Background: an optimization exercise with open tools, aiming at small area, a short achievable clock period and few clock cycles per item. Do not read the settings as production practice.
Only simulation tests tie the RTL to the original design; equivalence was not proved.
Power and IR drop assume default switching activity.

File: flow/flow/run.sh
#!/bin/bash
# Standard ORFS layout, with repair_timing asked for extra setup margin so
# that it keeps improving paths well below the design's clock period.
set -euo pipefail
bash standard.sh SETUP_SLACK_MARGIN=8.6 finish > standard_flow.log 2>&1
File: flow/standard.sh
#!/bin/bash
# synth_recipe.tcl (not shown) runs the flow's synth.tcl, then flattens the netlist and writes it again
# the make line also repeats each setting of config.mk as NAME=value (left out here)
make -C /OpenROAD-flow-scripts/flow DESIGN_CONFIG=/design/flow/config.mk WORK_HOME=/design/flow/orfs CLKGATE_MAP_FILE= SYNTH_SCRIPT=/design/flow/synth_recipe.tcl "${@:-finish}"
File: flow/config.mk
export PLATFORM = sky130hd
export DESIGN_NAME = luma_block_mean_mosaic
export DESIGN_NICKNAME = luma_block_mean_mosaic
export VERILOG_FILES = /design/flow/design.v
export SDC_FILE = /design/flow/constraint.sdc
export NUM_CORES = 4
export LEC_CHECK = 0
export CAP_MARGIN = 20
export CORE_MARGIN = 2
export CORE_UTILIZATION = 35
export CTS_CLUSTER_DIAMETER = 100
export CTS_CLUSTER_SIZE = 25
export PLACE_DENSITY = 0.5
export SLEW_MARGIN = 20
export SYNTH_MEMORY_MAX_BITS = 4096
File: flow/constraint.sdc
create_clock -name core_clock -period 12.0 [get_ports {clk}]
set_input_delay 2.4000 -clock core_clock [delete_from_list [all_inputs] [get_ports {clk}]]
set_output_delay 2.4000 -clock core_clock [all_outputs]
set_load 0.01 [all_outputs]
File: flow/design.v
package lbmm_pkg;
  localparam int CFG_W     = 13;
  localparam int CFG_IDX_W = 1;
  localparam int PIX_W     = 8;
  localparam int MEAN_W    = 8;
  localparam int COORD_W   = 9;
  localparam int SUM_W     = 14;    
  localparam int BC_W      = 7;     
  localparam int BR_W      = 9;     
  localparam int MAX_WIDTH  = 1024;
  localparam int MAX_HEIGHT = 4096;
  localparam logic [CFG_W-1:0] RST_FRAME_WIDTH  = 13'd640;
  localparam logic [CFG_W-1:0] RST_FRAME_HEIGHT = 13'd480;
  typedef struct packed {
    logic [2:0] rx;    
    logic [2:0] ry;    
    logic [6:0] bc;    
    logic [8:0] br;    
    logic       lt;    
    logic       lb;    
    logic       re;    
    logic       ce;    
    logic       le;    
    logic       be;    
  } pos_t;
endpackage
module lbmm_ram (
  input  logic       clk,
  input  logic [9:0] len,        
  input  logic [1:0] wdigit,
  output logic [1:0] rdigit
);
  logic [9:0] segsel;
  always_ff @(posedge clk) begin
    if (len >= 10'd497) begin
      segsel <= {1'b1, 9'(len - 10'd497)};
    end else begin
      segsel <= {1'b0, len[8:0]};
    end
  end
  logic [1:0] s497 [497];
  logic [1:0] s256 [256];
  logic [1:0] s128 [128];
  logic [1:0] s64  [64];
  logic [1:0] s32  [32];
  logic [1:0] s16  [16];
  logic [1:0] s8   [8];
  logic [1:0] s4   [4];
  logic [1:0] s2   [2];
  logic [1:0] s1;
  logic [1:0] c497, c256, c128, c64, c32, c16, c8, c4, c2, c1;
  assign c497 = segsel[9] ? s497[496] : wdigit;
  assign c256 = segsel[8] ? s256[255] : c497;
  assign c128 = segsel[7] ? s128[127] : c256;
  assign c64  = segsel[6] ? s64[63]   : c128;
  assign c32  = segsel[5] ? s32[31]   : c64;
  assign c16  = segsel[4] ? s16[15]   : c32;
  assign c8   = segsel[3] ? s8[7]     : c16;
  assign c4   = segsel[2] ? s4[3]     : c8;
  assign c2   = segsel[1] ? s2[1]     : c4;
  assign c1   = segsel[0] ? s1        : c2;
  always_ff @(posedge clk) begin
    s497[0] <= wdigit;
    for (int i = 1; i < 497; i++) s497[i] <= s497[i-1];
    s256[0] <= c497;
    for (int i = 1; i < 256; i++) s256[i] <= s256[i-1];
    s128[0] <= c256;
    for (int i = 1; i < 128; i++) s128[i] <= s128[i-1];
    s64[0] <= c128;
    for (int i = 1; i < 64; i++) s64[i] <= s64[i-1];
    s32[0] <= c64;
    for (int i = 1; i < 32; i++) s32[i] <= s32[i-1];
    s16[0] <= c32;
    for (int i = 1; i < 16; i++) s16[i] <= s16[i-1];
    s8[0] <= c16;
    for (int i = 1; i < 8; i++) s8[i] <= s8[i-1];
    s4[0] <= c8;
    for (int i = 1; i < 4; i++) s4[i] <= s4[i-1];
    s2[0] <= c4;
    s2[1] <= s2[0];
    s1 <= c2;
  end
  assign rdigit = c1;
endmodule
module lbmm_div (
  input  logic        clk,
  input  logic        rst_n,
  input  logic        load_hdr,
  input  logic [6:0]  divisor,      
  input  logic [6:0]  bc,
  input  logic [8:0]  br,
  input  logic        last,
  input  logic        load_sum,     
  input  logic [13:0] dividend,
  output logic        free,
  input  logic        out_ready,
  output logic        out_valid,
  output logic [8:0]  out_block_column,
  output logic [8:0]  out_block_row,
  output logic [7:0]  out_mean_luma,
  output logic        out_frame_last
);
  logic [5:0] rem_r;
  logic [7:0] q_r;
  logic [6:0] d_r;
  logic [7:0] d3_r;
  logic [2:0] cnt_r;
  logic       busy_r, valid_r;
  logic [6:0] bc_r;
  logic [8:0] br_r;
  logic       last_r;
  logic [7:0] t;
  logic [8:0] s1, s2, s3;
  logic [5:0] rnx;
  logic [1:0] qd;
  always_comb begin
    t  = {rem_r, q_r[7:6]};
    s1 = {1'b0, t} - {2'b00, d_r};
    s2 = {1'b0, t} - {1'b0, d_r, 1'b0};
    s3 = {1'b0, t} - {1'b0, d3_r};
    if (!s3[8]) begin
      qd  = 2'd3;
      rnx = s3[5:0];
    end else if (!s2[8]) begin
      qd  = 2'd2;
      rnx = s2[5:0];
    end else if (!s1[8]) begin
      qd  = 2'd1;
      rnx = s1[5:0];
    end else begin
      qd  = 2'd0;
      rnx = t[5:0];
    end
  end
  always_ff @(posedge clk) begin
    if (!rst_n) begin
      busy_r  <= 1'b0;
      valid_r <= 1'b0;
      cnt_r   <= '0;
    end else if (load_sum) begin
      busy_r  <= 1'b1;
      cnt_r   <= '0;
    end else if (busy_r) begin
      cnt_r <= cnt_r + 3'd1;
      if (cnt_r == 3'd4) begin
        busy_r  <= 1'b0;
        valid_r <= 1'b1;
      end
    end else if (out_ready) begin
      valid_r <= 1'b0;
    end
  end
  logic [7:0] mean_r;
  always_ff @(posedge clk) begin
    if (!rst_n) begin
      mean_r <= '0;
      bc_r   <= '0;
      br_r   <= '0;
      last_r <= 1'b0;
    end else begin
      if (load_hdr) begin
        bc_r   <= bc;
        br_r   <= br;
        last_r <= last;
      end
      if (busy_r && (cnt_r == 3'd4)) begin
        mean_r <= {q_r[5:0], qd};
      end
    end
  end
  always_ff @(posedge clk) begin
    if (busy_r) begin
      if (cnt_r == '0) begin
        q_r <= dividend[7:0];
      end else begin
        q_r <= {q_r[5:0], qd};
      end
    end
  end
  always_ff @(posedge clk) begin
    if (load_hdr) begin
      d_r <= divisor;
    end
    if (busy_r) begin
      if (cnt_r == '0) begin
        rem_r <= dividend[13:8];
        d3_r  <= 8'({1'b0, d_r} + {d_r, 1'b0});
      end else begin
        rem_r <= rnx;
      end
    end
  end
  assign free             = ~busy_r & ~valid_r;
  assign out_valid        = valid_r;
  assign out_block_column = {2'b00, bc_r};
  assign out_block_row    = br_r;
  assign out_mean_luma    = mean_r;
  assign out_frame_last   = last_r;
endmodule
module lbmm_ctrl (
  input  logic       clk,
  input  logic       rst_n,
  input  logic       hold,          
  input  logic       in_valid,
  output logic       in_ready,
  output logic       cfg_ready,     
  input  logic [7:0] in_pixel,
  input  logic       in_frame_start,
  input  logic       consume,       
  output logic       a_valid,
  output logic [7:0] a_pixel,
  output logic       a_first
);
  logic       a_v_r, s_v_r, rdy_r, crdy_r;
  logic [7:0] a_pix_r, s_pix_r;
  logic       a_fs_r, s_fs_r;
  logic       nfs_r, in_first;    
  logic       take, a_free;
  logic       a_v_nxt, s_v_nxt;
  assign take   = in_valid & rdy_r;
  assign a_free = ~a_v_r | consume;
  always_comb begin
    if (a_free) begin
      a_v_nxt = s_v_r | take;
      s_v_nxt = s_v_r & take;
    end else begin
      a_v_nxt = 1'b1;
      s_v_nxt = s_v_r | take;
    end
  end
  assign in_first = in_frame_start | nfs_r;
  always_ff @(posedge clk) begin
    if (!rst_n) begin
      nfs_r <= 1'b1;
    end else if (take) begin
      nfs_r <= 1'b0;
    end
  end
  always_ff @(posedge clk) begin
    if (!rst_n) begin
      a_v_r    <= 1'b0;
      s_v_r    <= 1'b0;
      rdy_r    <= 1'b0;
      crdy_r   <= 1'b0;
    end else begin
      a_v_r    <= a_v_nxt;
      s_v_r    <= s_v_nxt;
      rdy_r    <= ~(a_v_nxt & s_v_nxt) & ~hold;
      crdy_r   <= ~(a_v_nxt | s_v_nxt);
    end
  end
  always_ff @(posedge clk) begin
    if (a_free) begin
      if (s_v_r) begin
        a_pix_r <= s_pix_r;
        a_fs_r  <= s_fs_r;
      end else begin
        a_pix_r <= in_pixel;
        a_fs_r  <= in_first;
      end
    end
    if ((a_free & s_v_r) | (~a_free & ~s_v_r)) begin
      s_pix_r <= in_pixel;
      s_fs_r  <= in_first;
    end
  end
  assign in_ready  = rdy_r;
  assign cfg_ready = crdy_r;
  assign a_valid  = a_v_r;
  assign a_pixel  = a_pix_r;
  assign a_first  = a_fs_r;
endmodule
module lbmm_dp (
  input  logic        clk,
  input  logic        rst_n,
  input  logic        cfg_valid,
  input  logic        cfg_index,
  input  logic [12:0] cfg_data,
  output logic        cfg_busy,
  input  logic        a_valid,
  input  logic [7:0]  a_pixel,
  input  logic        a_first,
  output logic        consume,
  input  logic        out_ready,
  output logic        out_valid,
  output logic [8:0]  out_block_column,
  output logic [8:0]  out_block_row,
  output logic [7:0]  out_mean_luma,
  output logic        out_frame_last
);
  logic        cfg_v_r, cfg_i_r;
  logic [12:0] cfg_d_r;
  logic [9:0]  wm1;
  logic [11:0] hm1;
  always_ff @(posedge clk) begin
    cfg_v_r <= cfg_valid;
    cfg_i_r <= cfg_index;
    cfg_d_r <= cfg_data;
  end
  always_comb begin
    if (cfg_d_r == '0)                    wm1 = '0;
    else if (cfg_d_r > 13'd1024)          wm1 = 10'd1023;
    else                                  wm1 = 10'(cfg_d_r - 13'd1);
    if (cfg_d_r == '0)                    hm1 = '0;
    else if (cfg_d_r > 13'd4096)          hm1 = 12'd4095;
    else                                  hm1 = 12'(cfg_d_r - 13'd1);
  end
  logic [6:0] last_bc_r;
  logic [2:0] last_rx_r;
  logic [8:0] last_br_r;
  logic [2:0] last_ry_r;
  logic       l0, b0, w1, h1;
  always_ff @(posedge clk) begin
    if (!rst_n) begin
      last_bc_r <= 7'd79;
      last_rx_r <= 3'd7;
      last_br_r <= 9'd59;
      last_ry_r <= 3'd7;
    end else if (cfg_v_r) begin
      if (cfg_i_r == 1'b0) begin
        last_bc_r <= wm1[9:3];
        last_rx_r <= wm1[2:0];
      end else begin
        last_br_r <= hm1[11:3];
        last_ry_r <= hm1[2:0];
      end
    end
  end
  logic [6:0] dll_r;
  always_ff @(posedge clk) begin
    dll_r <= 7'((4'(last_rx_r) + 4'd1) * (4'(last_ry_r) + 4'd1));
  end
  always_ff @(posedge clk) begin
    l0 <= (last_bc_r == '0);
    b0 <= (last_br_r == '0);
    w1 <= (last_bc_r == '0) & (last_rx_r == '0);
    h1 <= (last_br_r == '0) & (last_ry_r == '0);
  end
  assign cfg_busy = cfg_v_r;
  logic [6:0] ph_t_r;
  logic [2:0] ph_p_r;
  logic       run_r;
  logic       proc;
  logic [6:0] ph_t_n;
  logic [2:0] ph_p_n;
  always_ff @(posedge clk) begin
    if (!rst_n || cfg_v_r) begin
      run_r <= 1'b0;
    end else if (proc) begin
      run_r <= 1'b1;
    end
  end
  logic [6:0] adv_t;
  logic [2:0] adv_p;
  always_comb begin
    if ((ph_t_r == last_bc_r) && (ph_p_r == last_rx_r)) begin
      adv_t = '0;
      adv_p = '0;
    end else if (ph_p_r == 3'd7) begin
      adv_t = ph_t_r + 7'd1;
      adv_p = '0;
    end else begin
      adv_t = ph_t_r;
      adv_p = ph_p_r + 3'd1;
    end
    ph_t_n = run_r ? adv_t : 7'd0;
    ph_p_n = (run_r || proc) ? adv_p : 3'd0;
  end
  always_ff @(posedge clk) begin
    ph_t_r <= ph_t_n;
    ph_p_r <= ph_p_n;
  end
  logic [2:0] rx_r, ry_r;
  logic [6:0] bc_r;
  logic [8:0] br_r;
  logic       lt_r, lb_r;      
  logic       re_r, ce_r;      
  logic       le_r, be_r;      
  logic       z_r;             
  logic       eq_r, ge_r, eq1_r, ph0_r, ph1_r;
  lbmm_pkg::pos_t pr, pf, pc, nr, nf, pn;
  logic       lt, lb, re, le, z;
  logic       inw, late, emit, p_ok, short_r;
  logic       defer_r, div_free;
  logic [6:0] bc;
  logic [8:0] br;
  logic [6:0] divisor;
  function automatic lbmm_pkg::pos_t pos_next(
    input lbmm_pkg::pos_t p,
    input logic [6:0] lbc, input logic [2:0] lrx,
    input logic [8:0] lbr, input logic [2:0] lry,
    input logic sl0, input logic sb0, input logic sw1, input logic sh1
  );
    lbmm_pkg::pos_t n;
    n = p;
    if (p.re) begin
      n.rx = '0;
      n.bc = '0;
      n.lt = sl0;
      n.re = sw1;
      n.ce = sw1;
      if (p.le) begin
        n.ry = '0;
        n.br = '0;
        n.lb = sb0;
        n.le = sh1;
        n.be = sh1;
      end else if (p.ry == 3'd7) begin
        n.ry = '0;
        n.br = p.br + 9'd1;
        n.lb = (n.br == lbr);
        n.le = n.lb & (lry == '0);
        n.be = n.le;
      end else begin
        n.ry = p.ry + 3'd1;
        n.le = p.lb & (n.ry == lry);
        n.be = (n.ry == 3'd7) | n.le;
      end
    end else if (p.rx == 3'd7) begin
      n.rx = '0;
      n.bc = p.bc + 7'd1;
      n.lt = (n.bc == lbc);
      n.re = n.lt & (lrx == '0);
      n.ce = n.re;
    end else begin
      n.rx = p.rx + 3'd1;
      n.re = p.lt & (n.rx == lrx);
      n.ce = (n.rx == 3'd7) | n.re;
    end
    pos_next = n;
  endfunction
  assign pr = {rx_r, ry_r, bc_r, br_r, lt_r, lb_r, re_r, ce_r, le_r, be_r};
  assign pf = {3'd0, 3'd0, 7'd0, 9'd0, l0, b0, w1, w1, h1, h1};
  assign nr = pos_next(pr, last_bc_r, last_rx_r, last_br_r, last_ry_r, l0, b0, w1, h1);
  assign nf = pos_next(pf, last_bc_r, last_rx_r, last_br_r, last_ry_r, l0, b0, w1, h1);
  assign pc = a_first ? pf : pr;
  assign pn = a_first ? nf : nr;
  always_comb begin
    lt = pc.lt; lb = pc.lb; re = pc.re; le = pc.le;
    bc = pc.bc; br = pc.br;
    z  = a_first | z_r;
    if (a_first) begin
      inw  = ph0_r;
      late = ~short_r & ph1_r;
    end else begin
      inw  = eq_r & ge_r;
      late = ~short_r & eq1_r;
    end
    emit    = pc.ce & pc.be;
    proc    = a_valid & (lt | inw | late) & p_ok;
    case ({lt, lb})
      2'b00:   divisor = 7'd64;
      2'b10:   divisor = {(4'(last_rx_r) + 4'd1), 3'b000};
      2'b01:   divisor = {(4'(last_ry_r) + 4'd1), 3'b000};
      default: divisor = dll_r;
    endcase
  end
  logic c0, c1, c2, cb0, cb1, cb2, rx7;
  logic eq_nx, eq1_nx, ge_nx;
  always_comb begin
    c0  = (ph_t_n == 7'd0);
    c1  = (ph_t_n == 7'd1);
    c2  = (ph_t_n == 7'd2);
    cb0 = (ph_t_n == bc_r);
    cb1 = (ph_t_n == (bc_r + 7'd1));
    cb2 = (ph_t_n == (bc_r + 7'd2));
    rx7 = ~a_first & (rx_r == 3'd7);
    if (!proc) begin
      eq_nx  = cb0;
      eq1_nx = cb1;
      ge_nx  = run_r ? (adv_p >= rx_r) : (rx_r == '0);
    end else if (re) begin
      eq_nx  = c0;
      eq1_nx = c1;
      ge_nx  = 1'b1;
    end else if (rx7) begin
      eq_nx  = a_first ? c1 : cb1;
      eq1_nx = a_first ? c2 : cb2;
      ge_nx  = 1'b1;
    end else begin
      eq_nx  = a_first ? c0 : cb0;
      eq1_nx = a_first ? c1 : cb1;
      ge_nx  = a_first ? (adv_p != '0) : (adv_p > rx_r);
    end
  end
  always_ff @(posedge clk) begin
    eq_r  <= eq_nx;
    ge_r  <= ge_nx;
    eq1_r <= eq1_nx;
    ph0_r <= c0;
    ph1_r <= c1;
  end
  always_ff @(posedge clk) begin
    if (proc) begin
      rx_r <= pn.rx; ry_r <= pn.ry; bc_r <= pn.bc; br_r <= pn.br;
      lt_r <= pn.lt; lb_r <= pn.lb;
      re_r <= pn.re; ce_r <= pn.ce; le_r <= pn.le; be_r <= pn.be;
      z_r  <= (pn.rx == '0) & (pn.ry == '0);
    end
  end
  assign consume = proc;
  logic        wb_load, sr_load;
  logic [7:0]  wb_dly_r;
  logic        b_v_r, b_lt_r, b_in_r, b_late_r, b_z_r, b_emit_r;
  logic        b_pin_r, b_pinz_r;    
  logic        b_wbl_r, b_srl_r;
  logic [7:0]  b_pix_r;
  logic        hdr_load, dfr_load;
  always_ff @(posedge clk) begin
    short_r <= (last_bc_r == 7'd1);
  end
  assign wb_load = (ph_p_r == 3'd7) && (ph_t_r != last_bc_r);
  assign sr_load = short_r ? wb_load : wb_dly_r[7];
  always_ff @(posedge clk) begin
    wb_dly_r <= {wb_dly_r[6:0], wb_load};
    b_wbl_r  <= wb_load;
    b_srl_r  <= sr_load;
    b_lt_r   <= lt;
    b_in_r   <= ~lt & inw;
    b_late_r <= ~lt & ~inw;
    b_z_r    <= z;
    b_pix_r  <= a_pixel;
    b_pin_r  <= proc & ~lt & inw;
    b_pinz_r <= proc & ~lt & inw & z;
    if (!rst_n) begin
      b_v_r    <= 1'b0;
      b_emit_r <= 1'b0;
    end else begin
      b_v_r    <= proc;
      b_emit_r <= hdr_load & ~dfr_load;
    end
  end
  logic [1:0]  rdigit;
  logic [13:0] dser_r, wb_r, sr_r, rlast_r;
  logic [10:0] acc_r, acc_n;
  logic        ignw_r, ignw_n;
  logic [13:0] base, padd, total, fin;
  logic        b_in, b_late;
  assign b_in   = b_pin_r;
  assign b_late = b_v_r & b_late_r;
  always_comb begin
    if (b_lt_r)      base = rlast_r;
    else if (b_in_r) base = 14'(acc_r);
    else             base = wb_r;
    padd   = (b_z_r ? 14'd0 : base) + 14'(b_pix_r);
    acc_n  = b_in ? padd[10:0] : acc_r;
    ignw_n = ignw_r | b_pinz_r;
    total  = (ignw_n ? 14'd0 : dser_r) + (b_pinz_r ? 14'd0 : 14'(acc_r))
           + (b_pin_r ? 14'(b_pix_r) : 14'd0);
    fin    = b_late ? padd : wb_r;
  end
  always_ff @(posedge clk) begin
    dser_r <= {rdigit, dser_r[13:2]};
    acc_r  <= b_wbl_r ? 11'd0 : acc_n;
    ignw_r <= b_wbl_r ? 1'b0 : ignw_n;
    if (b_wbl_r) begin
      wb_r <= total;
    end else if (b_late) begin
      wb_r <= padd;
    end
    if (b_srl_r) begin
      sr_r <= short_r ? total : fin;
    end else begin
      sr_r <= {2'b00, sr_r[13:2]};
    end
    if (b_v_r & b_lt_r) begin
      rlast_r <= padd;
    end
  end
  lbmm_ram u_ring (
    .clk    (clk),
    .len    ({last_bc_r, last_rx_r} - (short_r ? 10'd7 : 10'd15)),
    .wdigit (sr_r[1:0]),
    .rdigit (rdigit)
  );
  logic        can_emit;
  logic [8:0]  d_br_r;
  logic        d_last_r, d_lb_r;
  logic [6:0]  ld_div, ld_bc;
  logic [8:0]  ld_br;
  logic        ld_last;
  assign can_emit = div_free & ~b_emit_r;
  assign p_ok     = lt ? ~defer_r : (~emit | (can_emit & ~defer_r));
  assign dfr_load = defer_r & can_emit & ~(b_v_r & b_lt_r);
  assign hdr_load = dfr_load | (proc & emit & can_emit);
  always_ff @(posedge clk) begin
    if (!rst_n) begin
      defer_r <= 1'b0;
    end else if (defer_r) begin
      defer_r <= ~dfr_load;
    end else begin
      defer_r <= proc & emit & lt & ~can_emit;
    end
  end
  logic src_rl_r, src_sr_r;
  always_ff @(posedge clk) begin
    src_rl_r <= dfr_load | b_lt_r;
    src_sr_r <= b_late_r & b_wbl_r;
  end
  always_ff @(posedge clk) begin
    if (~defer_r) begin
      d_br_r   <= br;
      d_last_r <= re & le;
      d_lb_r   <= lb;
    end
  end
  always_comb begin
    if (dfr_load) begin
      ld_div  = d_lb_r ? dll_r : {(4'(last_rx_r) + 4'd1), 3'b000};
      ld_bc   = last_bc_r;
      ld_br   = d_br_r;
      ld_last = d_last_r;
    end else begin
      ld_div  = divisor;
      ld_bc   = bc;
      ld_br   = br;
      ld_last = re & le;
    end
  end
  lbmm_div u_div (
    .clk              (clk),
    .rst_n            (rst_n),
    .load_hdr         (hdr_load),
    .divisor          (ld_div),
    .bc               (ld_bc),
    .br               (ld_br),
    .last             (ld_last),
    .load_sum         (b_emit_r | dfr_load),
    .dividend         (src_rl_r ? rlast_r : (src_sr_r ? sr_r : wb_r)),
    .free             (div_free),
    .out_ready        (out_ready),
    .out_valid        (out_valid),
    .out_block_column (out_block_column),
    .out_block_row    (out_block_row),
    .out_mean_luma    (out_mean_luma),
    .out_frame_last   (out_frame_last)
  );
endmodule
module luma_block_mean_mosaic (
  input  logic                           clk,
  input  logic                           rst_n,
  input  logic                           in_valid,
  output logic                           in_ready,
  input  logic [lbmm_pkg::PIX_W-1:0]     in_pixel,
  input  logic                           in_frame_start,
  output logic                           out_valid,
  input  logic                           out_ready,
  output logic [lbmm_pkg::COORD_W-1:0]   out_block_column,
  output logic [lbmm_pkg::COORD_W-1:0]   out_block_row,
  output logic [lbmm_pkg::MEAN_W-1:0]    out_mean_luma,
  output logic                           out_frame_last,
  input  logic                           cfg_valid,
  output logic                           cfg_ready,
  input  logic [lbmm_pkg::CFG_IDX_W-1:0] cfg_index,
  input  logic [lbmm_pkg::CFG_W-1:0]     cfg_data
);
  logic       consume, cfg_busy, a_valid, a_first;
  logic [7:0] a_pixel;
  lbmm_ctrl u_ctrl (
    .clk            (clk),
    .rst_n          (rst_n),
    .hold           (cfg_busy),
    .in_valid       (in_valid),
    .in_ready       (in_ready),
    .cfg_ready      (cfg_ready),
    .in_pixel       (in_pixel),
    .in_frame_start (in_frame_start),
    .consume        (consume),
    .a_valid        (a_valid),
    .a_pixel        (a_pixel),
    .a_first        (a_first)
  );
  lbmm_dp u_dp (
    .clk              (clk),
    .rst_n            (rst_n),
    .cfg_valid        (cfg_valid & cfg_ready),
    .cfg_index        (cfg_index),
    .cfg_data         (cfg_data),
    .cfg_busy         (cfg_busy),
    .a_valid          (a_valid),
    .a_pixel          (a_pixel),
    .a_first          (a_first),
    .consume          (consume),
    .out_ready        (out_ready),
    .out_valid        (out_valid),
    .out_block_column (out_block_column),
    .out_block_row    (out_block_row),
    .out_mean_luma    (out_mean_luma),
    .out_frame_last   (out_frame_last)
  );
endmodule
==> results.txt, run 1 <==
Status: finished clean
Reg2Reg Depth: 16
Syn Area/Cell: 15.4 sq um
Max-cap violations: 0
PwrDens: 197 nW/um^2
Fraction of registers with async set/reset: 0%
FF+latch count, synth: 2309
Pwr Total: 12.3 mW
Crit path DAT: 1250 ps
Die extent in y: 405 um
Count of final max-slew check failures: 0
DIE AREA: 164000 sq um
Slowest cell on crit path: dfxtp_2
DPL Wire Length: 48500 um
Post-Syn Area: 56200 sq um
Critical path's top delay family: flip-flops
Main synth FF type: dfxtp_1
GRT Residual Overflow: 0
Initial Util: 35.1%
Final period util: 30.4%
Antenna-violating nets left: 0
Clock transition at path regs: 100 ps
Die extent in x: 405 um
Core area: 160000 sq um
Layout area overhead: 11.2%
Final hold violation count: 0
Yosys Warn Count: 13
# port buffers: 55
Kind of critical path: flop to primary output
Clk buf depth: 3
Via count: 23700
Clock latency on the worst-skew pair: 750 ps
Final min period: 3650 ps
Crit-path max FO: 2
Final setup violation count: 0
Vias in the first global route: 23400
Num CTS Buffers: 103
Leak Pwr: 24.5 nW
Cells after Synth: 3655
Worst EP required: 9600 ps
CTS tree: done
R2R Path End: u_dp.sr_r[9]
Count of nets after finishing: 3909
# clock sinks: 2309
Hold path cells: 0
Worst r2r src: u_dp.b_pinz_r
Site row count: 147
Register-to-register setup slack: 8760 ps
Worst min path class: flop to flop
Global placement routability congestion: 0.797
Hold path start: u_dp.u_ring.s128[0][0]
Critical Path Start Type: flop
Initial antenna violation count: 2
Crit path cell chain: buf_8
First-pass DRT Iterations: 5
Hold endpoint: u_dp.u_ring.s128[1][0]
Total Routing Usage GR: 10.0%
WL per Instance: 13.8 um
VDD IR max: 0.130 mV
Largest net degree at the start of global routing: 54
Slew margin rel.: 27.6%
H-tree levels: 3
# diodes: 0
Slowest Stage Delay on Critical Path: 370 ps
DRT iter0 DRCs: 1416
WP buf/inv: 1
CTS Root Cell: clkbuf_16
Share of layout cells above drive strength 1: 8.12%
DRC: 0
Fin Clk Skew: 60.2 ps
First-pass GRT wire length: 132000 um
Fmax: 0.274 GHz
Routed wire length: 81200 um
Critical path endpoint category: primary output
Cell variety after synth: 74
Setup TNS: 0 ps
Slew @ Worst Pin: 1080 ps
Num ports: 58
Vias per inst: 4.04
Post-CTS Hold Buffers: 0
EDFF count, synth: 101
Sequential area share after synthesis: 84.1%
RSZ-0062 raised after global routing: true
[routing by layer]
| metal | part of all wire (%) | vias to the layer above | wire length [um] | track usage [%] |
|---|---|---|---|---|
| met3 | 4.5 | 141 | 3630 | 2.32 |
| li1 | - | 12100 | - | - |
| met1 | 54 | 11200 | 43700 | 15.1 |
| met5 | 0 | - | 0 | 0 |
| met4 | 3.0 | 0 | 2460 | 3.72 |
| met2 | 39 | 279 | 31400 | 13.9 |
[report_power, final]
| group | switching [mW] | internal (mW) | leakage (nW) |
|---|---|---|---|
| logic | 0.211 | 0.174 | 4.32 |
| registers | 0.121 | 8.00 | 18.8 |
| clock network | 2.22 | 1.59 | 1.38 |
[synthesized netlist by cell type (26+ instances only)]
cell type	n	area, sq um
a211oi_1	32	240
edfxtp_1	101	3030
nand2b_1	26	163
nor2_1	189	709
ha_1	88	1100
nor3_1	29	145
inv_1	83	312
xnor2_1	81	709
nor2b_1	27	169
mux2_2	33	372
nand2_1	127	477
xor2_1	51	447
mux2i_1	60	601
clkbuf_1	59	221
nand3_1	38	190
dfxtp_1	2208	44200
a21oi_1	94	470
o21ai_0	49	245
[cells by family (layout without fill, tap and decap cells)]
kind of cell | after synthesis | after routing | share of synthesized area [%]
AOI/OAI and AO/OA | 308 | 308 | 3.69
xor gates and xnor gates | 132 | 132 | 2.06
adders and majority gates | 106 | 106 | 2.60
and+or+nand+nor | 535 | 535 | 4.48
muxes | 99 | 99 | 1.89
other | 1 | 2 | 0.00668
DFF | 2309 | 2309 | 84.1
buffers and inverters | 165 | 303 | 1.16
[through the flow]
step | util, % | hold slack, ps | worst slack [ps] | instances | instance area [sq um]
4_1_cts | 38.8 | 286 | 8260 | 5862 | 62200
5_1_grt | 39.0 | 293 | 8270 | 5880 | 62400
2_1_floorplan | - | 310 | 8630 | 3656 | 56200
6_report | 39.0 | 299 | 8350 | 5880 | 62400
3_3_place_gp | 36.9 | 310 | 7520 | 5731 | 59100
3_5_place_dp | 36.9 | 312 | 7530 | 5731 | 59100
[layout by cell type (no fill, tap or decap), drive strengths merged, types with 9 or more instances in the layout]
cell type | Yosys | layout
dfxtp | 2208 | 2208
nor2 | 190 | 190
nand2 | 127 | 127
clkbuf | 59 | 112
edfxtp | 101 | 101
a21oi | 94 | 94
ha | 88 | 88
inv | 84 | 88
xnor2 | 81 | 81
buf | 19 | 64
mux2i | 61 | 61
xor2 | 51 | 51
o21ai | 51 | 51
nand3 | 38 | 38
mux2 | 38 | 38
a211oi | 32 | 32
nor3 | 30 | 30
nor2b | 27 | 27
clkdlybuf4s50 | 0 | 26
nand2b | 26 | 26
and2 | 25 | 25
fa | 18 | 18
a221o | 17 | 17
a31oi | 15 | 15
or3 | 13 | 13
a21o | 13 | 13
and3 | 12 | 12
a222oi | 12 | 12
or2 | 11 | 11
nor4 | 11 | 11
clkinv | 3 | 11
o31ai | 10 | 10
nand4 | 9 | 9
o211ai | 9 | 9
[area by class of cell]
type,instances,area (sq um)
Clock buffer,111,2630
Clock inverter,13,208
Fill cell,14900,97600
Inverter,87,335
Multi-Input combinational cell,1182,8420
Sequential cell,2309,47300
Tap cell,2086,2610
Timing Repair Buffer,92,931
[sequential cells by signal, indices dropped and copies added (netlist names), 10 cells and up]
register,flops
u_dp.u_ring.s497,994
u_dp.u_ring.s256,512
u_dp.u_ring.s128,256
u_dp.u_ring.s64,128
u_dp.u_ring.s32,64
u_dp.u_ring.s16,32
u_dp.u_ring.s8,16
u_dp.dser_r,14
u_dp.rlast_r,14
u_dp.sr_r,14
u_dp.wb_r,14
u_dp.cfg_d_r,13
u_dp.acc_r,11
u_dp.u_ring.segsel,10
[worst max-delay path by stage]
stage,startpoint,endpoint,slack [ps],cells past startpoint
floorplan,u_dp.b_pinz_r,u_dp.sr_r[9],8630,16
global placement,rst_n,u_dp.u_div.valid_r,7520,4
detailed placement,rst_n,u_dp.u_div.valid_r,7530,4
CTS,u_dp.u_div.last_r,out_frame_last,8260,1
global route,u_dp.u_div.last_r,out_frame_last,8270,1
finish,u_dp.u_div.last_r,out_frame_last,8350,1
[timing repair]
action | 4_1_cts | 5_1_grt
setup buffers | 7 | 17
pin swaps | 3 | 10
gates cloned | 0 | 1
setup endpoints to repair | 123 | 78
gates resized for setup | 233 | 34
Testbench counts, summed over its fixed seeds: cycles 130,123, pixels 130,066.
==> run 2: changes to the inputs <==
--- a/flow/config.mk
+++ b/flow/config.mk
@@ -7,9 +7,9 @@
 export LEC_CHECK = 0
 export CAP_MARGIN = 20
 export CORE_MARGIN = 2
-export CORE_UTILIZATION = 35
+export CORE_UTILIZATION = 70
 export CTS_CLUSTER_DIAMETER = 100
 export CTS_CLUSTER_SIZE = 25
-export PLACE_DENSITY = 0.5
+export PLACE_DENSITY = 0.8
 export SLEW_MARGIN = 20
 export SYNTH_MEMORY_MAX_BITS = 4096
==> results.txt, run 2 <==
Status: finished clean
Leak Pwr: 24.4 nW
FILL cells: 4325
Fraction of registers with async set/reset: 0%
CTS tree: done
RSZ-0062 raised after global routing: true
Routed wire length: 87500 um
Count of nets after finishing: 3904
GRT Residual Overflow: 0
Slowest Stage Delay on Critical Path: 380 ps
Critical Path Start Type: flop
Total Routing Usage GR: 21.6%
Crit path cell chain: buf_6
FF+latch count, synth: 2309
Most frequent cell after synthesis: dfxtp_1
H-tree levels: 3
Max-cap violations: 0
DPL Wire Length: 50000 um
Post-CTS Hold Buffers: 0
Clock latency on the worst-skew pair: 690 ps
Layout area overhead: 8.54%
Global placement routability congestion: 0.873
Initial Util: 70.9%
Site row count: 103
DRT iter0 DRCs: 1810
Pwr Total: 12.3 mW
VDD IR max: 0.153 mV
Crit-path max FO: 2
Design Area, Final: 61000 sq um
Share of the synthesized area in the top cell type: 78.7%
Clk buf depth: 3
Worst min path class: flop to flop
Max FFs per register: 994
Fin Clk Skew: 40.6 ps
Count of final max-slew check failures: 0
Biggest regs: u_dp.u_ring.s497 x994, u_dp.u_ring.s256 x512, u_dp.u_ring.s128 x256
Area leader, netlist: dfxtp_1
WP buf/inv: 1
Final period util: 29.9%
WL per Instance: 18.1 um
Critical path's top delay family: flip-flops
Die extent in x: 287 um
# clock sinks: 2309
Slowest cell on crit path: dfxtp_2
Biggest register: u_dp.u_ring.s497
Non-Filler Instances: 4847
EDFF count, synth: 101
Cells after Synth: 3655
Worst Slack Setup Final: 8410 ps
Num CTS Buffers: 102
Commonest non-fill, non-tap cells in the layout: dfxtp_1, nor2_1, nand2_1
First-pass GRT wire length: 139000 um
Antenna-violating nets left: 0
Final min period: 3590 ps
Critical path endpoint category: primary output
Num ports: 58
Via count: 24500
Worst Hold Slack: 314 ps
Final hold violation count: 0
Cell variety after synth: 74
Syn Area/Cell: 15.4 sq um
First-pass DRT Iterations: 8
Initial antenna violation count: 2
Vias in the first global route: 25000
CTS Root Cell: clkbuf_16
# port buffers: 55
Main synth FF type: dfxtp_1
Yosys Warn Count: 13
# diodes: 0
Kind of critical path: flop to primary output
Fmax: 0.279 GHz
Fin util: 76.9%
DIE AREA: 82500 sq um
Slew @ Worst Pin: 968 ps
PwrDens: 202 nW/um^2
Leading cell type in the layout, fill and taps excluded: dfxtp_1
Placement Setup Slack: 7910 ps
Largest net degree at the start of global routing: 53
Placed instance area: 57800 sq um
Post-Syn Area: 56200 sq um
Worst EP required: 9600 ps
Core area: 79300 sq um
Vias per inst: 5.06
Placed cells: 4695
DRC: 0
Synth cell count leaders: dfxtp_1, nor2_1, nand2_1
Sequential area share after synthesis: 84.1%
Share of layout cells above drive strength 1: 7.53%
Die extent in y: 287 um
Crit path DAT: 1190 ps
Slew margin rel.: 35.4%
Final setup violation count: 0
Largest cells by area after synthesis: dfxtp_1, edfxtp_1, ha_1
Clock transition at path regs: 100 ps
Setup TNS: 0 ps
==> run 2: area by class of cell <==
type | count | area, sq um | area share, %
sequential | 2309 | 47300 | 77.6
inverter | 87 | 327 | 0.536
multi-input combinational | 1182 | 8370 | 13.7
timing repair buffer | 88 | 856 | 1.40
tap | 1050 | 1310 | 2.16
clock buffer | 122 | 2630 | 4.31
clock inverter | 9 | 150 | 0.246
==> run 2: repair_timing <==
item                                    CTS  global route
gates resized for setup                 213            24
cloned                                    0             0
endpoints found under the setup margin   79            71
buffers inserted                          9            12
pin swaps                                 2             3
endpoints found under the hold margin     0             0
==> run 2: logic make-up (layout without fill, tap and decap cells) <==
logic type | after synthesis | after routing | synth area share, %
flip-flops | 2309 | 2309 | 84.1
AND/OR/NAND/NOR | 535 | 535 | 4.48
AO/OA/AOI/OAI | 308 | 308 | 3.69
buffers and inverters | 165 | 306 | 1.16
XOR/XNOR | 132 | 132 | 2.06
adder cells (fa/ha/maj) | 106 | 106 | 2.60
multiplexers | 99 | 99 | 1.89
other | 1 | 2 | 0.00668
==> run 2: final timing paths <==
| check | start | end | slack (ps) | cells after the start |
|---|---|---|---|---|
| max | u_dp.u_div.br_r[0] | out_block_row[0] | 8410 | 1 |
| min | u_dp.u_ring.s497[42][1] | u_dp.u_ring.s497[43][1] | 310 | 0 |
| max reg2reg | u_ctrl.a_fs_r | u_dp.u_div.last_r | 8660 | 11 |
| min reg2reg | u_dp.u_ring.s497[42][1] | u_dp.u_ring.s497[43][1] | 310 | 0 |
==> run 2: where the power goes <==
part | internal, mW | switching [mW] | total (mW)
clock | 1.57 | 2.21 | 3.78
combinational | 0.173 | 0.213 | 0.386
sequential | 8.00 | 0.137 | 8.14
total | 9.74 | 2.56 | 12.3
==> run 2: per-layer routing <==
layer / wire (um) / global-route usage (%) / up-vias
li1: - / - / 12100
met1: 40600 / 31.0 / 11800
met2: 40800 / 34.8 / 569
met3: 4290 / 3.20 / 121
met4: 1810 / 5.63 / 0
met5: 0 / 0 / -
==> run 3: changes to the inputs <==
--- a/flow/config.mk
+++ b/flow/config.mk
@@ -7,9 +7,9 @@
 export LEC_CHECK = 0
 export CAP_MARGIN = 20
 export CORE_MARGIN = 2
-export CORE_UTILIZATION = 70
+export CORE_UTILIZATION = 55
 export CTS_CLUSTER_DIAMETER = 100
 export CTS_CLUSTER_SIZE = 25
-export PLACE_DENSITY = 0.8
+export PLACE_DENSITY = 0.65
 export SLEW_MARGIN = 20
 export SYNTH_MEMORY_MAX_BITS = 4096
==> results.txt, run 3 <==
Slowest Stage Delay on Critical Path: 350 ps
Largest cells by area after synthesis: dfxtp_1, edfxtp_1, ha_1
Final period util: 30.1%
Post-Synth Simple-Gate Area: 4.48%
Share of layout cells above drive strength 1: 7.68%
Register-to-register setup slack: 8750 ps
Num ports: 58
Slew @ Worst Pin: 1000 ps
Reg2Reg Depth: 10
R2R Path End: u_dp.dll_r[6]
Fin util: 60.5%
CTS tree: done
VDD IR max: 0.134 mV
Status: finished clean
Crit path cell chain: buf_6
Post-Synth XOR/XNOR Area: 2.06%
Clock latency on the worst-skew pair: 710 ps
Antenna-violating nets left: 0
Num CTS Buffers: 102
H-tree levels: 3
Hold path start: u_dp.u_ring.s128[21][1]
DPL Wire Length: 46200 um
Sequential area share after synthesis: 84.1%
# diodes: 0
# clock sinks: 2309
# port buffers: 55
Setup TNS: 0 ps
Post-synthesis mux area share: 1.89%
Critical path endpoint category: primary output
Initial antenna violation count: 1
Share of the synthesized area in the top cell type: 78.7%
DRT iter0 DRCs: 1438
WL per Instance: 14.7 um
Via count: 23700
Main synth FF type: dfxtp_1
Slowest cell on crit path: dfxtp_2
Worst r2r src: u_dp.last_ry_r[1]
Global placement routability congestion: 0.889
EDFF count, synth: 101
DIE AREA: 105000 sq um
Most frequent cell after synthesis: dfxtp_1
Leak Pwr: 24.5 nW
Die extent in x: 324 um
Post-CTS Hold Buffers: 0
Largest family of logic cells by synthesized area: simple AND/OR/NAND/NOR gates
WP buf/inv: 1
Final setup violation count: 0
PwrDens: 199 nW/um^2
Worst Slack Setup Final: 8390 ps
GRT Residual Overflow: 0
Routed wire length: 76300 um
Core area: 102000 sq um
Worst EP required: 9600 ps
DRC: 0
Syn Area/Cell: 15.4 sq um
Clk buf depth: 3
Area leader, netlist: dfxtp_1
Final hold violation count: 0
Vias per inst: 4.57
Placed cells: 5015
Hold endpoint: u_dp.u_ring.s128[22][1]
Final min period: 3610 ps
Layout area overhead: 9.38%
Slew margin rel.: 33.0%
Max-cap violations: 0
Max FFs per register: 994
Fraction of registers with async set/reset: 0%
Total Routing Usage GR: 14.7%
Critical Path Start Type: flop
Biggest register: u_dp.u_ring.s497
First-pass DRT Iterations: 6
Fin Clk Skew: 29.7 ps
Commonest non-fill, non-tap cells in the layout: dfxtp_1, nor2_1, nand2_1
Synth cell count leaders: dfxtp_1, nor2_1, nand2_1
Post-Syn Area: 56200 sq um
Post-Synth Adder-Cell Area: 2.60%
Biggest regs: u_dp.u_ring.s497 x994, u_dp.u_ring.s256 x512, u_dp.u_ring.s128 x256
Placement Setup Slack: 7560 ps
Kind of critical path: flop to primary output
Vias in the first global route: 22800
Die extent in y: 324 um
Yosys Warn Count: 13
Critical path's top delay family: flip-flops
Crit path DAT: 1210 ps
RSZ-0062 raised after global routing: true
Site row count: 117
Fmax: 0.277 GHz
CTS Root Cell: clkbuf_16
Largest net degree at the start of global routing: 54
Cells after Synth: 3655
Initial Util: 55.3%
Clock transition at path regs: 110 ps
Crit-path max FO: 2
First-pass GRT wire length: 123000 um
Leading cell type in the layout, fill and taps excluded: dfxtp_1
Compound-Gate Fraction of Synth Area: 3.69%
Worst min path class: flop to flop
Cell variety after synth: 74
Count of nets after finishing: 3912
Hold path cells: 0
Non-Filler Instances: 5172
Count of final max-slew check failures: 0
FF+latch count, synth: 2309
## run 3: how the worst max path moves through the flow
stage / from / endpoint / depth (start not counted)
floorplan: u_dp.b_pinz_r / u_dp.sr_r[9] / 16
global placement: rst_n / u_dp.u_div.valid_r / 4
detailed placement: rst_n / u_dp.u_div.valid_r / 4
CTS: u_dp.u_div.valid_r / out_valid / 1
global route: u_dp.u_div.valid_r / out_valid / 1
finish: u_dp.u_div.valid_r / out_valid / 1
## run 3: metal layers
| layer | global-route usage [%] | part of all wire, % | up-vias |
|---|---|---|---|
| li1 | - | - | 12100 |
| met1 | 22.6 | 53 | 11000 |
| met2 | 20.6 | 39 | 368 |
| met3 | 3.13 | 4.6 | 133 |
| met4 | 5.14 | 3.1 | 0 |
| met5 | 0 | 0 | - |
## run 3: cell families (layout without fill, tap and decap cells)
kind of cell / count (synthesis) / after routing
xor gates and xnor gates: 132 / 132
muxes: 99 / 99
buffers and inverters: 165 / 313
adders and majority gates: 106 / 106
and+or+nand+nor: 535 / 535
other: 1 / 2
AOI/OAI and AO/OA: 308 / 308
DFF: 2309 / 2309
## run 3: layout make-up
cell class                      instances  area (sq um)
Fill cell                            7745         40200
Timing Repair Buffer                   96           938
Inverter                               87           332
Clock inverter                          7           118
Tap cell                             1368          1710
Clock buffer                          123          2650
Sequential cell                      2309         47300
Multi-Input combinational cell       1182          8380
## run 3: timing repair
item                       4_1_cts  5_1_grt
setup endpoints to repair      122       74
pin swaps                        3        5
gates resized for setup        208       22
setup buffers                   15       11
cloned                           0        1
## run 3: per-stage QoR
step	cell area, sq um	total power [mW]	hold WS (ps)
after global routing	61400	12.7	318
after CTS	61200	12.4	314
after detailed placement	58200	8.67	312
after global placement	58200	8.66	310
final	61400	12.2	319
after floorplan	56200	8.53	310
## run 3: report_power, final
| part | leakage, nW | switching (mW) | total, mW | internal [mW] |
|---|---|---|---|---|
| Clock | 1.34 | 2.13 | 3.71 | 1.58 |
| Sequential | 18.8 | 0.121 | 8.12 | 8.00 |
| Combinational | 4.30 | 0.208 | 0.381 | 0.173 |
| Total | 24.5 | 2.46 | 12.2 | 9.75 |
==> run 4: changes to the inputs <==
--- a/flow/config.mk
+++ b/flow/config.mk
@@ -8,8 +8,8 @@
 export CAP_MARGIN = 20
 export CORE_MARGIN = 2
 export CORE_UTILIZATION = 55
-export CTS_CLUSTER_DIAMETER = 100
-export CTS_CLUSTER_SIZE = 25
+export CTS_CLUSTER_DIAMETER = 80
+export CTS_CLUSTER_SIZE = 30
 export PLACE_DENSITY = 0.65
 export SLEW_MARGIN = 20
 export SYNTH_MEMORY_MAX_BITS = 4096
==> results.txt, run 4 <==
Status: finished clean
Num CTS Buffers: 88
Initial antenna violation count: 1
Vias in the first global route: 22700
Post-CTS Hold Buffers: 0
RSZ-0062 raised after global routing: true
Yosys Warn Count: 13
Share of the synthesized area in the top cell type: 78.7%
Syn Area/Cell: 15.4 sq um
Slew @ Worst Pin: 1010 ps
Slowest Stage Delay on Critical Path: 360 ps
Critical path's top delay family: flip-flops
DRC: 0
Cells after Synth: 3655
Sequential area share after synthesis: 84.1%
First-pass DRT Iterations: 5
Fraction of registers with async set/reset: 0%
Biggest register: u_dp.u_ring.s497
Clk buf depth: 3
Num ports: 58
Worst min path class: flop to flop
H-tree levels: 3
DPL Wire Length: 46200 um
Crit path cell chain: buf_6
Leak Pwr: 24.3 nW
Design Area, Final: 61100 sq um
Vias per inst: 4.58
Leading cell type in the layout, fill and taps excluded: dfxtp_1
EDFF count, synth: 101
Antenna-violating nets left: 0
Setup TNS: 0 ps
Area leader, netlist: dfxtp_1
CTS tree: done
Total Routing Usage GR: 14.7%
Slew margin rel.: 32.6%
VDD IR max: 0.144 mV
Die extent in x: 324 um
PwrDens: 196 nW/um^2
Pwr Total: 12.0 mW
Via count: 23600
DIE AREA: 105000 sq um
Share of layout cells above drive strength 1: 7.57%
DRT iter0 DRCs: 1366
Initial Util: 55.3%
Count of nets after finishing: 3899
Clock transition at path regs: 110 ps
CTS Root Cell: clkbuf_16
Core area: 102000 sq um
WP buf/inv: 1
Non-Filler Instances: 5158
Final hold violation count: 0
Biggest regs: u_dp.u_ring.s497 x994, u_dp.u_ring.s256 x512, u_dp.u_ring.s128 x256
Final setup violation count: 0
Largest net degree at the start of global routing: 54
Worst EP required: 9600 ps
Final period util: 29.9%
Final min period: 3590 ps
# port buffers: 55
Clock latency on the worst-skew pair: 690 ps
FF+latch count, synth: 2309
Die extent in y: 324 um
Crit path DAT: 1190 ps
Fin Clk Skew: 20.1 ps
First-pass GRT wire length: 122000 um
Kind of critical path: flop to primary output
Count of final max-slew check failures: 0
Cell variety after synth: 74
Placed instance area: 58200 sq um
Fin util: 60.1%
Layout area overhead: 8.77%
Placed cells: 5015
Max FFs per register: 994
Most frequent cell after synthesis: dfxtp_1
Routed wire length: 76700 um
WL per Instance: 14.9 um
Crit-path max FO: 2
Fmax: 0.279 GHz
Global placement routability congestion: 0.889
Synth cell count leaders: dfxtp_1, nor2_1, nand2_1
Largest cells by area after synthesis: dfxtp_1, edfxtp_1, ha_1
Slowest cell on crit path: dfxtp_2
Post-Syn Area: 56200 sq um
Max-cap violations: 0
Commonest non-fill, non-tap cells in the layout: dfxtp_1, nor2_1, nand2_1
Critical path endpoint category: primary output
GRT Residual Overflow: 0
Critical Path Start Type: flop
Main synth FF type: dfxtp_1
Site row count: 117
FILL cells: 7758
# clock sinks: 2309
run 4: cell counts after synthesis:
No cell type changed its count.
run 4: routing by layer:
metal  wire (um)  global-route usage, %
met1       40700                   22.4
met2       30000                   20.8
met3        3450                   2.88
met4        2570                   5.03
met5           0                      0
run 4: final cells by class:
class	instances	area, sq um	area share (%)
Inverter	87	332	0.543
Clock buffer	100	2260	3.70
Antenna cell	1	2.50	0.00410
Multi-Input combinational cell	1182	8380	13.7
Clock inverter	14	164	0.268
Tap cell	1368	1710	2.80
Sequential cell	2309	47300	77.4
Timing Repair Buffer	97	943	1.54
run 4: metrics by stage:
step                      hold slack [ps]  setup slack (ps)
after detailed placement              312              7560
after floorplan                       310              8630
after CTS                             311              8340
after global placement                310              7620
final                                 318              8410
after global routing                  319              8350
run 4: cells by family (layout without fill, tap and decap cells):
group | count (synthesis) | after routing | share of synthesized area, %
mux | 99 | 99 | 1.89
flops | 2309 | 2309 | 84.1
compound gates | 308 | 308 | 3.69
xor+xnor | 132 | 132 | 2.06
buf+inv | 165 | 298 | 1.16
fa+ha+maj | 106 | 106 | 2.60
other cells | 1 | 3 | 0.00668
simple gates | 535 | 535 | 4.48
run 4: path summary, 6_finish.rpt:
path                                              start                       to  slack (ps)  depth (start not counted)
worst max-delay path                  u_dp.u_div.last_r           out_frame_last        8410                          1
worst min-delay path            u_dp.u_ring.s128[47][0]  u_dp.u_ring.s128[48][0]         320                          0
worst max register to register        u_dp.last_ry_r[1]            u_dp.dll_r[6]        8750                         10
worst min register to register  u_dp.u_ring.s128[47][0]  u_dp.u_ring.s128[48][0]         320                          0
run 4: power by group:
part           switching [mW]  leakage (nW)  internal, mW
clock network            2.12          1.18          1.38
logic                   0.210          4.30         0.174
registers               0.122          18.8          8.00
total                    2.45          24.3          9.55
run 4: repair_timing:
item,in CTS,in global routing
gates resized for setup,209,21
hold endpoints to repair,0,0
setup buffers,16,11
pin swaps,3,5
setup endpoints to repair,126,74
gates cloned,0,1
==> run 5: changes to the inputs <==
--- a/flow/design.v
+++ b/flow/design.v
@@ -103,7 +103,7 @@
   logic [5:0] rem_r;
   logic [7:0] q_r;
   logic [6:0] d_r;
-  logic [7:0] d3_r;
+  logic [7:0] d3;
   logic [2:0] cnt_r;
   logic       busy_r, valid_r;
   logic [6:0] bc_r;
@@ -117,7 +117,8 @@
     t  = {rem_r, q_r[7:6]};
     s1 = {1'b0, t} - {2'b00, d_r};
     s2 = {1'b0, t} - {1'b0, d_r, 1'b0};
-    s3 = {1'b0, t} - {1'b0, d3_r};
+    d3 = 8'({1'b0, d_r} + {d_r, 1'b0});
+    s3 = {1'b0, t} - {1'b0, d3};
     if (!s3[8]) begin
       qd  = 2'd3;
       rnx = s3[5:0];
@@ -184,7 +185,6 @@
     if (busy_r) begin
       if (cnt_r == '0) begin
         rem_r <= dividend[13:8];
-        d3_r  <= 8'({1'b0, d_r} + {d_r, 1'b0});
       end else begin
         rem_r <= rnx;
       end
==> results.txt, run 5 <==
Synth cell count leaders: dfxtp_1, nor2_1, nand2_1
DPL Wire Length: 43700 um
Final period util: 29.9%
VDD IR max: 0.128 mV
Layout area overhead: 8.83%
CTS tree: done
Slowest cell on crit path: dfxtp_2
Count of nets after finishing: 3868
Crit-path max FO: 2
CTS Root Cell: clkbuf_16
H-tree levels: 3
Sequential share of power: 67.4%
Total Routing Usage GR: 14.2%
Slew margin rel.: 21.6%
Fmax: 0.279 GHz
Num ports: 58
Post-Syn Area: 55900 sq um
RSZ-0062 raised after global routing: true
Placement Setup Slack: 7630 ps
Syn Area/Cell: 15.4 sq um
Critical Path Start Type: flop
Num CTS Buffers: 88
Post-CTS Hold Buffers: 0
Routed wire length: 73900 um
Via count: 23500
FF+latch count, synth: 2301
Yosys Warn Count: 13
Switch share: 20.6%
Count of final max-slew check failures: 0
Kind of critical path: flop to primary output
First-pass GRT wire length: 119000 um
Vias per inst: 4.60
Sequential area share after synthesis: 84.0%
Status: finished clean
Most frequent cell after synthesis: dfxtp_1
FILL cells: 7772
Slowest Stage Delay on Critical Path: 380 ps
Crit path DAT: 1190 ps
Worst Hold Slack: 318 ps
Pwr Total: 12.0 mW
Worst EP required: 9600 ps
Critical path endpoint category: primary output
Initial antenna violation count: 0
WP buf/inv: 1
Biggest register: u_dp.u_ring.s497
Setup TNS: 0 ps
Cells after Synth: 3632
First-pass DRT Iterations: 5
Crit path cell chain: buf_6
Main synth FF type: dfxtp_1
Largest net degree at the start of global routing: 43
Share of the synthesized area in the top cell type: 79.0%
Commonest non-fill, non-tap cells in the layout: dfxtp_1, nor2_1, nand2_1
Leak Pwr: 24.3 nW
Final hold violation count: 0
Core area: 100000 sq um
Worst Slack Setup Final: 8410 ps
Sw Pwr: 2.48 mW
Max-cap violations: 0
DRT iter0 DRCs: 1387
Die extent in y: 323 um
Leading cell type in the layout, fill and taps excluded: dfxtp_1
Cell variety after synth: 82
Final min period: 3590 ps
Fin Clk Skew: 28.5 ps
Largest cells by area after synthesis: dfxtp_1, edfxtp_1, ha_1
DIE AREA: 104000 sq um
Fin util: 60.6%
Area of the multi-input gates: 8490 sq um
Antenna-violating nets left: 0
Register area: 47100 sq um
WL per Instance: 14.5 um
Slew @ Worst Pin: 1170 ps
DRC: 0
Site row count: 116
Clock latency on the worst-skew pair: 700 ps
Area leader, netlist: dfxtp_1
PwrDens: 197 nW/um^2
Max FFs per register: 994
Clk buf depth: 3
Clk pwr share: 29.3%
Final setup violation count: 0
# port buffers: 55
Worst min path class: flop to flop
Die extent in x: 323 um
Global placement routability congestion: 0.838
EDFF count, synth: 93
# clock sinks: 2301
Initial Util: 55.7%
Vias in the first global route: 22700
Int Pwr: 9.54 mW
Critical path's top delay family: flip-flops
# diodes: 0
Logic pwr share: 3.4%
Share of layout cells above drive strength 1: 7.46%
Fraction of registers with async set/reset: 0%
Biggest regs: u_dp.u_ring.s497 x994, u_dp.u_ring.s256 x512, u_dp.u_ring.s128 x256
GRT Residual Overflow: 0
Clock transition at path regs: 110 ps
## run 5: cell types whose count changed in the layout (fill, tap and decap cells not counted), sizes merged, moves of 7 or more
cell	previous run	this run
mux2i	61	72
xor2	51	66
nand2	127	136
o31ai	10	2
edfxtp	101	93
xnor2	81	69
buf	69	56
inv	93	85
nor2	190	181
mux2	38	31
## run 5: area by class of cell
type                    count  area share, %
flip-flops and latches   2301           77.3
multi-input cells        1177           13.9
clock buffers              95           3.70
well taps                1357           2.79
repair buffers             84           1.38
inverters                  83          0.524
clock inverters            14          0.358
## run 5: logic make-up (layout without fill, tap and decap cells)
family / Yosys count / in the layout / share of synthesized area [%]
and+or+nand+nor: 538 / 538 / 4.62
AOI/OAI and AO/OA: 294 / 294 / 3.58
other: 1 / 2 / 0.00670
muxes: 103 / 103 / 1.95
xor gates and xnor gates: 135 / 135 / 2.11
buffers and inverters: 155 / 276 / 1.11
DFF: 2301 / 2301 / 84.0
adders and majority gates: 105 / 105 / 2.59
## run 5: timing repair
item,4_1_cts,5_1_grt
gates resized for setup,191,37
gates cloned,0,1
pin swaps,2,6
setup endpoints to repair,82,63
setup buffers,8,6
## run 5: power by group through the flow
| stage | clock network [mW] | registers [mW] | logic [mW] |
|---|---|---|---|
| after detailed placement | 0 | 8.27 | 0.388 |
| after CTS | 3.65 | 8.10 | 0.394 |
| after floorplan | 0 | 8.21 | 0.305 |
| final | 3.51 | 8.09 | 0.406 |
| after global routing | 3.91 | 8.13 | 0.457 |
| after global placement | 0 | 8.26 | 0.379 |
## run 5: worst paths after layout
check        cells past startpoint                  endpoint  slack [ps]                     start
max                              1          out_mean_luma[0]        8410      u_dp.u_div.mean_r[0]
min                              0  u_dp.u_ring.s497[390][1]         320  u_dp.u_ring.s497[389][1]
max reg2reg                     15              u_dp.sr_r[9]        8750             u_dp.b_pinz_r
min reg2reg                      0  u_dp.u_ring.s497[390][1]         320  u_dp.u_ring.s497[389][1]
## run 5: through the flow
| stage | instance area, sq um | std cells |
|---|---|---|
| finish | 60900 | 5111 |
| global route | 60900 | 5111 |
| CTS | 60700 | 5104 |
| detailed placement | 58000 | 4987 |
| global placement | 58000 | 4987 |
| floorplan | 55900 | 3633 |
## run 5: routing by layer
| metal | GRT usage (%) | up-vias | wire length (um) |
|---|---|---|---|
| met4 | 4.65 | 0 | 1910 |
| met5 | 0 | - | 0 |
| li1 | - | 12000 | - |
| met2 | 20.2 | 313 | 29500 |
| met3 | 2.77 | 129 | 2800 |
| met1 | 21.8 | 11100 | 39600 |
Testbench counts of run 5, summed over its fixed seeds: cycles 130,123, pixels 130,066.
==> run 6: changes to the inputs <==
--- a/flow/config.mk
+++ b/flow/config.mk
@@ -7,9 +7,9 @@
 export LEC_CHECK = 0
 export CAP_MARGIN = 20
 export CORE_MARGIN = 2
-export CORE_UTILIZATION = 55
+export CORE_UTILIZATION = 70
 export CTS_CLUSTER_DIAMETER = 80
 export CTS_CLUSTER_SIZE = 30
-export PLACE_DENSITY = 0.65
+export PLACE_DENSITY = 0.8
 export SLEW_MARGIN = 20
 export SYNTH_MEMORY_MAX_BITS = 4096
==> results.txt, run 6 <==
Fmax: 0.281 GHz
Total Routing Usage GR: 21.7%
Num CTS Buffers: 87
Area leader, netlist: dfxtp_1
Critical path's top delay family: flip-flops
EDFF count, synth: 93
M1 WL: 41100 um
Vias per inst: 5.03
Antenna-violating nets left: 0
GRT Residual Overflow: 0
Die extent in x: 287 um
Commonest non-fill, non-tap cells in the layout: dfxtp_1, nor2_1, nand2_1
Crit-path max FO: 2
Core area: 79000 sq um
Fin util: 76.4%
Biggest regs: u_dp.u_ring.s497 x994, u_dp.u_ring.s256 x512, u_dp.u_ring.s128 x256
Final setup violation count: 0
Max FFs per register: 994
Leak Pwr: 24.3 nW
Cells after Synth: 3632
Leading cell type in the layout, fill and taps excluded: dfxtp_1
WL per Instance: 18.3 um
Syn Area/Cell: 15.4 sq um
Most frequent cell after synthesis: dfxtp_1
Sequential area share after synthesis: 84.0%
Kind of critical path: flop to primary output
Post-Syn Area: 55900 sq um
Global placement routability congestion: 0.915
Biggest register: u_dp.u_ring.s497
Clock latency on the worst-skew pair: 690 ps
Share of layout cells above drive strength 1: 7.20%
Clock transition at path regs: 110 ps
Share of the synthesized area in the top cell type: 79.0%
Crit. Startpoint: u_dp.u_div.br_r[2]
RSZ-0062 raised after global routing: true
Fraction of registers with async set/reset: 0%
CTS tree: done
Worst r2r src: u_dp.b_pinz_r
Layout area overhead: 7.93%
CTS Root Cell: clkbuf_16
Worst Slack Setup Final: 8440 ps
Post-CTS Hold Buffers: 0
Design Area, Final: 60400 sq um
Yosys Warn Count: 13
VDD IR max: 0.129 mV
Worst Hold Slack: 310 ps
Max-cap violations: 0
Met3 WL post-DR: 2960 um
Count of final max-slew check failures: 0
Synth cell count leaders: dfxtp_1, nor2_1, nand2_1
Site row count: 103
Placement Setup Slack: 8120 ps
Top sig layer: met4
Via count: 24200
DR WL met2: 41600 um
Critical Path Start Type: flop
Count of nets after finishing: 3865
Crit path cell chain: buf_6
Cell variety after synth: 82
Crit path DAT: 1160 ps
Final min period: 3560 ps
Die extent in y: 287 um
H-tree levels: 3
Initial Util: 70.8%
Placed cells: 4676
Placed instance area: 57600 sq um
Slowest cell on crit path: dfxtp_2
Largest net degree at the start of global routing: 50
WP buf/inv: 1
Largest cells by area after synthesis: dfxtp_1, edfxtp_1, ha_1
DRT iter0 DRCs: 1512
Initial antenna violation count: 3
FILL cells: 4362
# clock sinks: 2301
# port buffers: 55
Hold path start: u_dp.u_ring.s497[1][1]
DRC: 0
FF+latch count, synth: 2301
Slew @ Worst Pin: 1080 ps
Critical path endpoint category: primary output
DIE AREA: 82200 sq um
Final hold violation count: 0
PwrDens: 200 nW/um^2
First-pass DRT Iterations: 5
Final period util: 29.7%
Pwr Total: 12.0 mW
Num ports: 58
Status: finished clean
First-pass GRT wire length: 139000 um
Vias in the first global route: 25000
Clk buf depth: 3
DPL Wire Length: 46000 um
Non-Filler Instances: 4802
Routed wire length: 87700 um
Fin Clk Skew: 39.6 ps
Setup TNS: 0 ps
Main synth FF type: dfxtp_1
Worst min path class: flop to flop
Slew margin rel.: 28.2%
Worst EP required: 9600 ps
Slowest Stage Delay on Critical Path: 380 ps
-- run 6: changes by cell type in the layout (fill, tap and decap cells not counted), sizes merged, moves of 2 or more --
cell	delta
clkinv	-4
inv	+3
clkinvlp	-2
diode	+2
buf	-2
-- run 6: what timing repair did --
| item | 4_1_cts | 5_1_grt |
|---|---|---|
| gates resized for setup | 186 | 32 |
| pin swaps | 3 | 6 |
| gates cloned | 0 | 2 |
| endpoints found under the setup margin | 81 | 70 |
| buffers inserted | 9 | 6 |
| hold endpoints to repair | 0 | 0 |
-- run 6: final cells by class --
class / count / area, sq um / share of cell area, %
Multi-Input combinational cell: 1177 / 8460 / 14.0
Tap cell: 1050 / 1310 / 2.18
Sequential cell: 2301 / 47100 / 77.9
Clock inverter: 11 / 181 / 0.301
Timing Repair Buffer: 82 / 832 / 1.38
Inverter: 83 / 312 / 0.516
Clock buffer: 96 / 2210 / 3.66
Antenna cell: 2 / 5.00 / 0.00829
-- run 6: report_power, final --
group | switching, mW | internal (mW) | total, mW
sequential | 0.139 | 7.97 | 8.11
clock | 2.18 | 1.36 | 3.54
combinational | 0.216 | 0.179 | 0.395
-- run 6: final timing paths --
kind | cells after the start | slack [ps] | endpoint
setup / recovery | 1 | 8440 | out_block_row[2]
hold / removal | 0 | 310 | u_dp.u_ring.s497[2][1]
setup reg to reg | 16 | 8710 | u_dp.sr_r[9]
hold reg to reg | 0 | 310 | u_dp.u_ring.s497[2][1]
-- run 6: logic make-up (layout without fill, tap and decap cells) --
group,Yosys count,after routing,synth area share [%]
adders and majority gates,105,105,2.59
other,1,4,0.00670
and+or+nand+nor,538,538,4.62
buffers and inverters,155,272,1.11
AOI/OAI and AO/OA,294,294,3.58
xor gates and xnor gates,135,135,2.11
DFF,2301,2301,84.0
muxes,103,103,1.95
-- run 6: per-layer routing --
metal  GRT usage, %  vias to the layer above
li1               -                    12000
met1           30.9                    11600
met2           35.7                      449
met3           2.54                      123
met4           6.14                        0
met5              0                        -

-- what the ideal ports hide --
Ports are ideal in the flow. The routed layouts listed here were re-timed in OpenROAD. Step 1, drivers: a clkbuf_16 drives clk and a buf_2 each remaining input, both assumed. Step 2 adds t to the input delays and takes it off the output delays; t is the mean of the earliest and latest rising clock arrival at the registers after step 1. Input paths then give back, and output paths get back, about the clock's delay inside the block. a / b / c = no drivers / after step 1 / after step 2; a / b = the first two.
run	t (ns)	setup WS [ns]	worst setup path after step 2	worst data-port slew with drivers (ns)
run 1	0.792	8.351 / 8.276 / 8.192	input to register	0.05
run 2	0.742	8.415 / 8.348 / 8.290	input to register	0.05
run 3	0.758	8.392 / 8.325 / 8.149	input to register	0.05
run 4	0.746	8.412 / 8.345 / 8.125	input to register	0.05
run 5	0.750	8.412 / 8.347 / 7.997	input to register	0.04
run 6	0.734	8.436 / 8.370 / 8.061	input to register	0.04
After both steps every run listed still meets setup and hold. For run 5, which loses most, drivers alone change the setup slack by -0.065 ns; drivers and shift together by -0.415 ns.
